From an optimization exercise on the open Yosys and OpenROAD flow, aimed at small area; shortcuts taken in it are not production practice.
Only simulation tests tie the RTL to the original design; equivalence was not proved.
Power is estimated from default activity; no workload was simulated. The flow treats the clock pin as an ideal source, which a real chip does not have.

// apb_modport
module apb_modport
(
    input  logic                  pclk,
    input  logic                  presetn,
    input  logic                  transfer,
    input  logic                  READ_WRITE,
    input  logic [ADDR_WIDTH-1:0] apb_write_paddr,
    input  logic [ADDR_WIDTH-1:0] apb_read_paddr,
    input  logic [DATA_WIDTH-1:0] apb_write_data,
    output logic [DATA_WIDTH-1:0] apb_read_data_out
);
    apb_modport_pkg::state_t state_q, state_d;
    logic                  pwrite;
    logic [ADDR_WIDTH-1:0] paddr;
    logic [DATA_WIDTH-1:0] pwdata;
    logic [DATA_WIDTH-1:0] read_data;
    logic                  load, access;
    logic                  valid;    
    logic                  phase;    
    logic                  wr;
    logic [DATA_WIDTH-1:0] w, rq;
    always_comb begin
        state_d = state_q;
        load    = 1'b0;
        unique case (state_q)
            IDLE: begin
                if (transfer) begin
                    state_d = SETUP;
                    load    = 1'b1;
                end
            end
            SETUP: state_d = ACCESS;
            ACCESS: begin
                if (transfer) begin
                    state_d = SETUP;
                    load    = 1'b1;
                end else begin
                    state_d = IDLE;
                end
            end
            default: state_d = IDLE;
  ...
clock: 8.0 ns
lec_check: 0
cap_margin: 20
core_margin: 2
core_utilization: 78
place_density: 0.86
slew_margin: 20
synth_hierarchical: 1
standard.sh (not shown) runs the stock make flow with config.mk's settings and CLKGATE_MAP_FILE= SYNTH_SCRIPT=/design/flow/synth_recipe.tcl, a recipe that flattens the netlist after the stock synthesis.
==> flow/flow/run.sh <==
#!/bin/bash
# Standard layout with three changes: after synthesis, cells that synthesis
# upsized go back to their smallest size (placement repair resizes where it
# must); the clock tree is built without dummy loads and with larger sink
# clusters; and every port still gets a buffer, but the smallest one.
set -euo pipefail
here=$(pwd)
export CTS_ARGS="-sink_clustering_enable -repair_clock_nets -dont_use_dummy_load -sink_clustering_size 28 -sink_clustering_max_diameter 75 -buf_list sky130_fd_sc_hd__clkbuf_16"
bash standard.sh synth POST_SYNTH_TCL=$here/flow/downsize.tcl > synth.log 2>&1
bash standard.sh finish POST_SYNTH_TCL=$here/flow/downsize.tcl BUFFER_PORTS_ARGS="-buffer_cell sky130_fd_sc_hd__buf_1" > finish.log 2>&1
==> flow/flow/downsize.tcl <==
# Run after synthesis (POST_SYNTH_TCL): set every combinational cell that
# synthesis upsized back to its smallest drive strength. Placement's
# repair_design and repair_timing size up again wherever slew, capacitance
# or timing need it. Flip-flops, buffers and tie cells are left alone.
set db [ord::get_db]
set swapped 0
foreach inst [[ord::get_db_block] getInsts] {
  set master [$inst getMaster]
  if {![regexp {^sky130_fd_sc_hd__(\w+)_(\d+)$} [$master getName] -> base drive]} { continue }
  if {[regexp {^(df|dl|sdf|sdl|edf|sedf|conb|clk|buf|dly|tap|fill|decap|diode|ebuf|einv|lpflow|probe)} $base]} { continue }
  set best $master
  foreach d {0 1} {
    set m [$db findMaster sky130_fd_sc_hd__${base}_$d]
    if {$m ne "NULL" && [$m getWidth] < [$best getWidth]} { set best $m }
  }
  if {$best ne $master} {
    $inst swapMaster $best
    incr swapped
  }
}
puts "downsize: $swapped cells set to their smallest drive strength"
Edit:
==> flow/flow/run.sh (replaced) <==
#!/bin/bash
# Standard layout with two changes: after synthesis, cells that synthesis
# upsized go back to their smallest size (placement repair resizes where it
# must), and the clock tree is built without dummy loads and with larger
# sink clusters.
set -euo pipefail
here=$(pwd)
export CTS_ARGS="-sink_clustering_enable -repair_clock_nets -dont_use_dummy_load -sink_clustering_size 16 -sink_clustering_max_diameter 50 -buf_list sky130_fd_sc_hd__clkbuf_8"
bash standard.sh synth POST_SYNTH_TCL=$here/flow/downsize.tcl > synth.log 2>&1
bash standard.sh finish POST_SYNTH_TCL=$here/flow/downsize.tcl > finish.log 2>&1
CORE_UTILIZATION = 45   (was 78)
PLACE_DENSITY = 0.55   (was 0.86)
Total power rises by 4.0%.
Register-to-register slack improved by 20 ps.
Core utilization drops by 31 points.
Sequential cell count does not change.
Combinational power barely changes.
Design area goes up by 3.1%.
Setup slack is better by 20 ps.
Die area climbs by 73%.
Edit:
==> flow/flow/run.sh (replaced) <==
#!/bin/bash
# Standard layout with three changes: after synthesis, cells that synthesis
# upsized go back to their smallest size (placement repair resizes where it
# must); the clock tree is built without dummy loads and with larger sink
# clusters; and every port still gets a buffer, but the smallest one.
set -euo pipefail
here=$(pwd)
export CTS_ARGS="-sink_clustering_enable -repair_clock_nets -dont_use_dummy_load -sink_clustering_size 32 -sink_clustering_max_diameter 90 -buf_list sky130_fd_sc_hd__clkbuf_16"
bash standard.sh synth POST_SYNTH_TCL=$here/flow/downsize.tcl > synth.log 2>&1
bash standard.sh finish POST_SYNTH_TCL=$here/flow/downsize.tcl BUFFER_PORTS_ARGS="-buffer_cell sky130_fd_sc_hd__buf_1" > finish.log 2>&1
CORE_UTILIZATION = 86   (was 45)
PLACE_DENSITY = 0.92   (was 0.55)
Effect: Flip-flop and latch count does not change. Final area decreases by a few percent. Synthesized area is unchanged. Wire length falls by roughly a tenth. Core utilization went up by 38 points. Total power is lower by a few percent. Global-route usage came out higher by 20 points. Clock power came out lower by about a fifth.
Edit:
CORE_UTILIZATION = 78   (was 86)
PLACE_DENSITY = 0.86   (was 0.92)
After rerunning:
- The changed run ran to the end with no violations
- cell count went up slightly
- power stays flat
- synthesized area does not change
- critical path depth goes down by 1
- global-route usage decreases by 4.4 points
- die area came out higher by roughly a tenth
- clock skew rises by 18 ps
- wire length goes up slightly
- combinational power stays flat
- first-iteration DRC count goes down by a few percent

---

The RTL this note starts from:
==> flow/design.v <==
package apb_modport_pkg;
    localparam int ADDR_WIDTH = 9;
    localparam int DATA_WIDTH = 8;
    localparam int OFFS_WIDTH = ADDR_WIDTH - 1;
    localparam int MEM_DEPTH  = 2 ** OFFS_WIDTH;
    typedef enum logic [1:0] {
        IDLE   = 2'd0,
        SETUP  = 2'd1,
        ACCESS = 2'd2
    } state_t;
endpackage
import apb_modport_pkg::*;
module apb_mem_pair
(
    input  logic                  clk,
    input  logic                  sel_a,    
    input  logic                  sel_b,    
    input  logic                  rsn_a,    
    input  logic                  rsn_b,    
    input  logic [DATA_WIDTH-1:0] w,
    output logic [DATA_WIDTH-1:0] y         
);
    logic [DATA_WIDTH-1:0] qa, qb;
    always_ff @(posedge clk) begin
        qa <= ~((qa | {DATA_WIDTH{sel_a}}) & ({DATA_WIDTH{rsn_a}} | w));
        qb <= ~((qb | {DATA_WIDTH{sel_b}}) & ({DATA_WIDTH{rsn_b}} | w));
    end
    assign y = ~((qa | {DATA_WIDTH{rsn_a}}) & (qb | {DATA_WIDTH{rsn_b}}));
endmodule
module apb_mem_rowdec
(
    input  logic ph,       
    input  logic pl,       
    input  logic wphn,     
    input  logic wpln,     
    output logic rsn,      
    output logic sel       
);
    assign rsn = ~(ph & pl);
    assign sel = ~(wphn | wpln);
endmodule
module apb_mem
(
    input  logic                  clk,
    input  logic                  clr,      
    input  logic                  wr,       
    input  logic [ADDR_WIDTH-1:0] addr,
    input  logic [DATA_WIDTH-1:0] w,        
    output logic [DATA_WIDTH-1:0] rq        
);
    localparam int HI = 2 ** (ADDR_WIDTH - 4);
    localparam int LO = 16;
    logic [HI-1:0]                     ph, wphn;
    logic [LO-1:0]                     pl, wpln;
    logic [HI*LO/2-1:0][DATA_WIDTH-1:0] y;
    logic [HI*LO-1:0]                  rsn, sel;
    logic [DATA_WIDTH-1:0]             acc;
    for (genvar h = 0; h < HI; h++) begin : g_ph
        assign ph[h]   = (addr[ADDR_WIDTH-1:4] == h);
        assign wphn[h] = ~(clr | (wr & ph[h]));
    end
    for (genvar l = 0; l < LO; l++) begin : g_pl
        assign pl[l]   = (addr[3:0] == l);
        assign wpln[l] = ~(clr | pl[l]);
    end
    for (genvar i = 0; i < HI * LO; i++) begin : g_row
        apb_mem_rowdec u_dec (
            .ph   (ph[i / LO]),
            .pl   (pl[i % LO]),
            .wphn (wphn[i / LO]),
            .wpln (wpln[i % LO]),
            .rsn  (rsn[i]),
            .sel  (sel[i])
        );
    end
    for (genvar p = 0; p < HI * LO / 2; p++) begin : g_pair
        apb_mem_pair u_pair (
            .clk   (clk),
            .sel_a (sel[2*p]),
            .sel_b (sel[2*p+1]),
            .rsn_a (rsn[2*p]),
            .rsn_b (rsn[2*p+1]),
            .w     (w),
            .y     (y[p])
        );
    end
    always_comb begin
        acc = '0;
        for (int p = 0; p < HI * LO / 2; p++) acc = acc | y[p];
    end
    assign rq = ~acc;
endmodule
import apb_modport_pkg::*;
module apb_modport
(
    input  logic                  pclk,
    input  logic                  presetn,
    input  logic                  transfer,
    input  logic                  READ_WRITE,
    input  logic [ADDR_WIDTH-1:0] apb_write_paddr,
    input  logic [ADDR_WIDTH-1:0] apb_read_paddr,
    input  logic [DATA_WIDTH-1:0] apb_write_data,
    output logic [DATA_WIDTH-1:0] apb_read_data_out
);
    apb_modport_pkg::state_t state_q, state_d;
    logic                  pwrite;
    logic [ADDR_WIDTH-1:0] paddr;
    logic [DATA_WIDTH-1:0] pwdata;
    logic [DATA_WIDTH-1:0] read_data;
    logic                  load, access;
    logic                  valid;    
    logic                  phase;    
    logic                  wr;
    logic [DATA_WIDTH-1:0] w, rq;
    always_comb begin
        state_d = state_q;
        load    = 1'b0;
        unique case (state_q)
            IDLE: begin
                if (transfer) begin
                    state_d = SETUP;
                    load    = 1'b1;
                end
            end
            SETUP: state_d = ACCESS;
            ACCESS: begin
                if (transfer) begin
                    state_d = SETUP;
                    load    = 1'b1;
                end else begin
                    state_d = IDLE;
                end
            end
            default: state_d = IDLE;
        endcase
    end
    assign access = (state_q == ACCESS);
    always_ff @(posedge pclk or negedge presetn) begin
        if (!presetn) begin
            state_q   <= IDLE;
            read_data <= '0;
            valid     <= 1'b0;
            phase     <= 1'b1;
        end else begin
            state_q <= state_d;
            valid   <= 1'b1;
            phase   <= ~phase;
            if (access && !pwrite) begin
                read_data <= rq ^ {DATA_WIDTH{phase}};
            end
        end
    end
    always_ff @(posedge pclk) begin
        if (load) begin
            pwrite <= ~READ_WRITE;
            paddr  <= READ_WRITE ? apb_read_paddr : apb_write_paddr;
            pwdata <= apb_write_data;
        end
    end
    assign wr = access & pwrite;
    assign w  = wr ? (pwdata ^ {DATA_WIDTH{phase}}) : {DATA_WIDTH{1'b1}};
    assign apb_read_data_out = read_data;
    apb_mem u_mem (
        .clk  (pclk),
        .clr  (~valid),
        .wr   (wr),
        .addr (paddr),
        .w    (w),
        .rq   (rq)
    );
endmodule
Settings: LEC_CHECK=0, CAP_MARGIN=20, CORE_MARGIN=2, CORE_UTILIZATION=78, PLACE_DENSITY=0.86, SLEW_MARGIN=20, SYNTH_HIERARCHICAL=1; clock period 8.0 ns.
==> flow/flow/run.sh <==
#!/bin/bash
# Standard layout with three changes: after synthesis, cells that synthesis
# upsized go back to their smallest size (placement repair resizes where it
# must); the clock tree is built without dummy loads and with larger sink
# clusters; and every port still gets a buffer, but the smallest one.
set -euo pipefail
here=$(pwd)
export CTS_ARGS="-sink_clustering_enable -repair_clock_nets -dont_use_dummy_load -sink_clustering_size 16 -sink_clustering_max_diameter 50 -buf_list sky130_fd_sc_hd__clkbuf_8"
bash standard.sh synth POST_SYNTH_TCL=$here/flow/downsize.tcl > synth.log 2>&1
bash standard.sh finish POST_SYNTH_TCL=$here/flow/downsize.tcl BUFFER_PORTS_ARGS="-buffer_cell sky130_fd_sc_hd__buf_1" > finish.log 2>&1
Scripts as last shown in full above: flow/flow/downsize.tcl
The first run completed with no timing, DRC or antenna violations.
Rerun with:
--- a/flow/flow/run.sh
+++ b/flow/flow/run.sh
@@ -8 +8 @@
-export CTS_ARGS="-sink_clustering_enable -repair_clock_nets -dont_use_dummy_load -sink_clustering_size 16 -sink_clustering_max_diameter 50 -buf_list sky130_fd_sc_hd__clkbuf_8"
+export CTS_ARGS="-sink_clustering_enable -repair_clock_nets -dont_use_dummy_load -sink_clustering_size 32 -sink_clustering_max_diameter 90 -buf_list sky130_fd_sc_hd__clkbuf_16"
CAP_MARGIN = 5   (was 20)
SLEW_MARGIN = 5   (was 20)
What happened: With this change the flow finished with max-capacitance violations, max-slew violations left. Core utilization falls by 0.45 points. Routed wire length falls by about 0.55%. Power falls by 1.6%. Final area falls by 0.60%.
Rerun with:
==> flow/flow/run.sh (replaced) <==
#!/bin/bash
# Standard layout with two changes: after synthesis, cells that synthesis
# upsized go back to their smallest size (placement repair resizes where it
# must), and the clock tree is built without dummy loads and with larger
# sink clusters.
set -euo pipefail
here=$(pwd)
export CTS_ARGS="-sink_clustering_enable -repair_clock_nets -dont_use_dummy_load -sink_clustering_size 16 -sink_clustering_max_diameter 50 -buf_list sky130_fd_sc_hd__clkbuf_8"
bash standard.sh synth POST_SYNTH_TCL=$here/flow/downsize.tcl > synth.log 2>&1
bash standard.sh finish POST_SYNTH_TCL=$here/flow/downsize.tcl > finish.log 2>&1
CAP_MARGIN = 20   (was 5)
CORE_UTILIZATION = 65   (was 78)
PLACE_DENSITY = 0.75   (was 0.86)
SLEW_MARGIN = 20   (was 5)
The changed run passed the timing, design-rule and antenna checks.
Area after synthesis stays the same.
Wire length climbs by 1.9%.
Design area grows by 1.4%.
Power rose by 2.5%.
Clock power came out higher by about 10%.
Sequential power barely changes.
Utilization shrinks by 12 points.
Clock-buffer cell count increases by 199.
Worst setup slack gains 0.25 ns.
Rerun with:
==> flow/flow/run.sh (replaced) <==
#!/bin/bash
# Standard layout with three changes: after synthesis, cells that synthesis
# upsized go back to their smallest size (placement repair resizes where it
# must); the clock tree is built without dummy loads and with larger sink
# clusters; and every port still gets a buffer, but the smallest one.
set -euo pipefail
here=$(pwd)
export CTS_ARGS="-sink_clustering_enable -repair_clock_nets -dont_use_dummy_load -sink_clustering_size 32 -sink_clustering_max_diameter 90 -buf_list sky130_fd_sc_hd__clkbuf_16"
bash standard.sh synth POST_SYNTH_TCL=$here/flow/downsize.tcl > synth.log 2>&1
bash standard.sh finish POST_SYNTH_TCL=$here/flow/downsize.tcl BUFFER_PORTS_ARGS="-buffer_cell sky130_fd_sc_hd__buf_1" > finish.log 2>&1
CORE_UTILIZATION = 82   (was 65)
PLACE_DENSITY = 0.89   (was 0.75)
After rerunning: Hold slack improved by 0.0049 ns. Sequential power barely changes. Sequential share of layout area rises by 0.91 points. Wire length falls by 3.5%. Non-clock buffer count falls by 12. Clock-buffer cell count falls by 199. Critical path depth falls by 1. Synthesized cell count is unchanged. Worst setup slack got worse by 0.066 ns. Cell area falls by 1.5%. Total power falls by 2.6%.

-- what the ideal ports hide --
In the flow no input, the clock included, has a driving cell. The finished layouts below were timed again as built, in two steps.
Step 1 assumes that a clkbuf_16 drives the clock port and a buf_2 every other input.
Step 2 times the ports against the registers' clock, not the clock port: input delays grow and output delays shrink by t, the midpoint of the rising clock arrivals with the driver on.
Slacks: no drivers / after step 1 / after step 2; pairs: no drivers / after step 1.
run | t (ns) | setup WS [ns] | hold WS [ns] | worst slew at a driven data input, ns
the first run of note 1 | 0.972 | 2.389 / 2.389 / 2.389 | 0.434 / 0.434 / 0.434 | 0.05
the second run of note 1 | 1.237 | 2.410 / 2.410 / 2.410 | 0.433 / 0.400 / 0.433 | 0.04
the third run of note 1 | 0.953 | 2.342 / 2.342 / 2.342 | 0.440 / 0.440 / 0.440 | 0.05
the fourth run of note 1 | 0.959 | 2.119 / 2.119 / 2.119 | 0.440 / 0.440 / 0.440 | 0.05
the first run of note 2 | 1.191 | 2.446 / 2.446 / 2.446 | 0.433 / 0.391 / 0.433 | 0.05
the second run of note 2 | 0.944 | 2.313 / 2.313 / 2.313 | 0.441 / 0.441 / 0.441 | 0.04
the third run of note 2 | 1.169 | 2.565 / 2.565 / 2.565 | 0.436 / 0.436 / 0.436 | 0.05
the fourth run of note 2 | 0.959 | 2.499 / 2.499 / 2.499 | 0.441 / 0.441 / 0.441 | 0.05
